This is an optimization exercise on Yosys and OpenROAD, whose aim is small area, a short achievable clock period and few clock cycles, not a production implementation.
Function was checked by simulation only, so behaviour that the tests miss may differ from the original.
Power figures rest on the tool's default switching activity, not on a simulated workload.

## pcpi_systolic_mmul
module pcpi_systolic_mmul #(
  parameter int N    = 3,
  parameter int DW   = 16,
  parameter int ACCW = 2*DW+$clog2(N)+1
) (
  input  logic        clk,
  input  logic        resetn,
  input  logic        pcpi_valid,
  input  logic [31:0] pcpi_insn,
  input  logic [31:0] pcpi_rs1,
  input  logic [31:0] pcpi_rs2,
  output logic        pcpi_wr,
  output logic [31:0] pcpi_rd,
  output logic        pcpi_wait,
  output logic        pcpi_ready
);
Settings: LEC_CHECK=0, CAP_MARGIN=20, CORE_MARGIN=2, CORE_UTILIZATION=40, CTS_BUF_LIST=sky130_fd_sc_hd__clkbuf_16, CTS_CLUSTER_DIAMETER=60, CTS_CLUSTER_SIZE=20, SLEW_MARGIN=20; clock period 14.0 ns.
standard.sh (not shown) runs the stock make flow with config.mk's settings and CLKGATE_MAP_FILE= SYNTH_SCRIPT=/design/flow/synth_recipe.tcl, a recipe that flattens the netlist after the stock synthesis.
==> flow/flow/run.sh <==
#!/bin/bash
set -euo pipefail
export SETUP_SLACK_MARGIN=9.8
export BUFFER_PORTS_ARGS="-buffer_cell sky130_fd_sc_hd__buf_4"
bash standard.sh > standard.log 2>&1
Testbench counts at the start, summed over its fixed seeds: cycles 19,035.
Change:
--- a/flow/design.v
+++ b/flow/design.v
@@ -820,17 +820,14 @@
   localparam int PW = 33;
   logic [15:0]   a_m    [NN];
   logic [15:0]   b_m    [NN];
   logic [15:0]   thresh;
   logic [PW-1:0] cp     [NN];
   logic [PW-1:0] c_m    [NN];    
+  logic [NN-1:0] c_ovf;          
   logic          c_zero;         
-  function automatic logic [31:0] sat32(input logic [PW-1:0] v);
-    if (v[32] != v[31]) sat32 = v[32] ? 32'h8000_0000 : 32'h7fff_ffff;
-    else                sat32 = v[31:0];
-  endfunction
   function automatic logic [8:0] rot_row(input logic [8:0] x);
     rot_row = {x[7:6], x[8], x[4:3], x[5], x[1:0], x[2]};
   endfunction
   function automatic logic [8:0] rot_col(input logic [8:0] x);
     rot_col = {x[5:0], x[8:6]};
   endfunction
@@ -851,18 +848,22 @@
   assign hi_zero = (pcpi_rs1[31:8] == '0);
   always_comb
     for (int k = 0; k < NN; k++) idx_oh[k] = (idx[3:0] == 4'(k));
   assign w_ok    = hi_zero && (((idx[7:6] != 2'b11) && (idx[5:4] == 2'b00) && (|idx_oh))
                                || (idx == pcpi_mmul_pkg::REG_THRESH));
   logic [PW-1:0] rd_raw;
+  logic          rd_ovf;
   logic [31:0]   rd_val;
   always_comb begin
     rd_raw = '0;
-    for (int k = 0; k < NN; k++)
+    rd_ovf = 1'b0;
+    for (int k = 0; k < NN; k++) begin
       rd_raw = rd_raw | (c_m[k] & {PW{idx_oh[k]}});
-    rd_val = sat32(rd_raw);
+      rd_ovf = rd_ovf | (c_ovf[k] & idx_oh[k]);
+    end
+    rd_val = rd_ovf ? {rd_raw[32], {31{~rd_raw[32]}}} : rd_raw[31:0];
     if (idx[7:4] != 4'd0 || c_zero) rd_val = '0;
   end
   logic          rst_q;        
   logic          w_pend;       
   logic [1:0]    w_mat;        
   logic [8:0]    w_oh;         
@@ -999,13 +1000,16 @@
     end
   end
   always_ff @(posedge clk) begin
     if (!resetn || f_clear) c_zero <= 1'b1;
     else if (answer)        c_zero <= 1'b0;
     for (int k = 0; k < NN; k++)
-      if (answer) c_m[k] <= cp[k];
+      if (answer) begin
+        c_m[k]   <= cp[k];
+        c_ovf[k] <= cp[k][32] ^ cp[k][31];
+      end
   end
   always_ff @(posedge clk) begin
     for (int k = 0; k < NN; k++) begin
       if (rst_q || (w_pend && w_mat == 2'd0 && w_oh[k])) a_m[k] <= w_data;
       if (rst_q || (w_pend && w_mat == 2'd1 && w_oh[k])) b_m[k] <= w_data;
     end
After rerunning: Non-clock buffer count goes down by 12; power goes up by 0.40%; routed wire length goes down by 2.4%; clock skew stays flat; synthesized area goes up by 0.68%; count of clock-buffer cells in the layout goes up by 5; combinational power stays flat; final cell count goes down by 1.2%; critical path depth goes down by 2; first-iteration DRC count goes down by 4.8%; worst hold slack gets worse by 0.017 ns; utilization hardly moves.
Testbench counts after the change, summed over its fixed seeds: cycles 19,035.

separate check: timing with driven ports:
How much do the figures lean on ideal ports? The routed layouts below were timed once more, with nothing changed but the port constraints.
Step 1 (the two cells are an assumption about what drives the block):
set clk [get_ports {clk}]
set_driving_cell -lib_cell sky130_fd_sc_hd__clkbuf_16 $clk
set_driving_cell -lib_cell sky130_fd_sc_hd__buf_2 [delete_from_list [all_inputs] $clk]
Step 2 moves the port delays by t, midway between the first and last clock arrival at a register: inputs arrive t later, outputs are due t later. That takes back most of the time a late clock gives input paths.
a / b / c = ideal / step 1 / step 2; a / b = the first two.
run | t (ns) | setup WS [ns] | worst register clock-pin slew, ns
the first run | 0.779 | 9.797 / 9.704 / 8.925 | 0.09 / 0.09
the second run | 0.789 | 9.812 / 9.818 / 9.072 | 0.09 / 0.09
After both steps setup and hold are still met in every run listed. The setup slack of the first run, which loses most, moves by -0.093 ns with the drivers and by -0.872 ns with both steps.
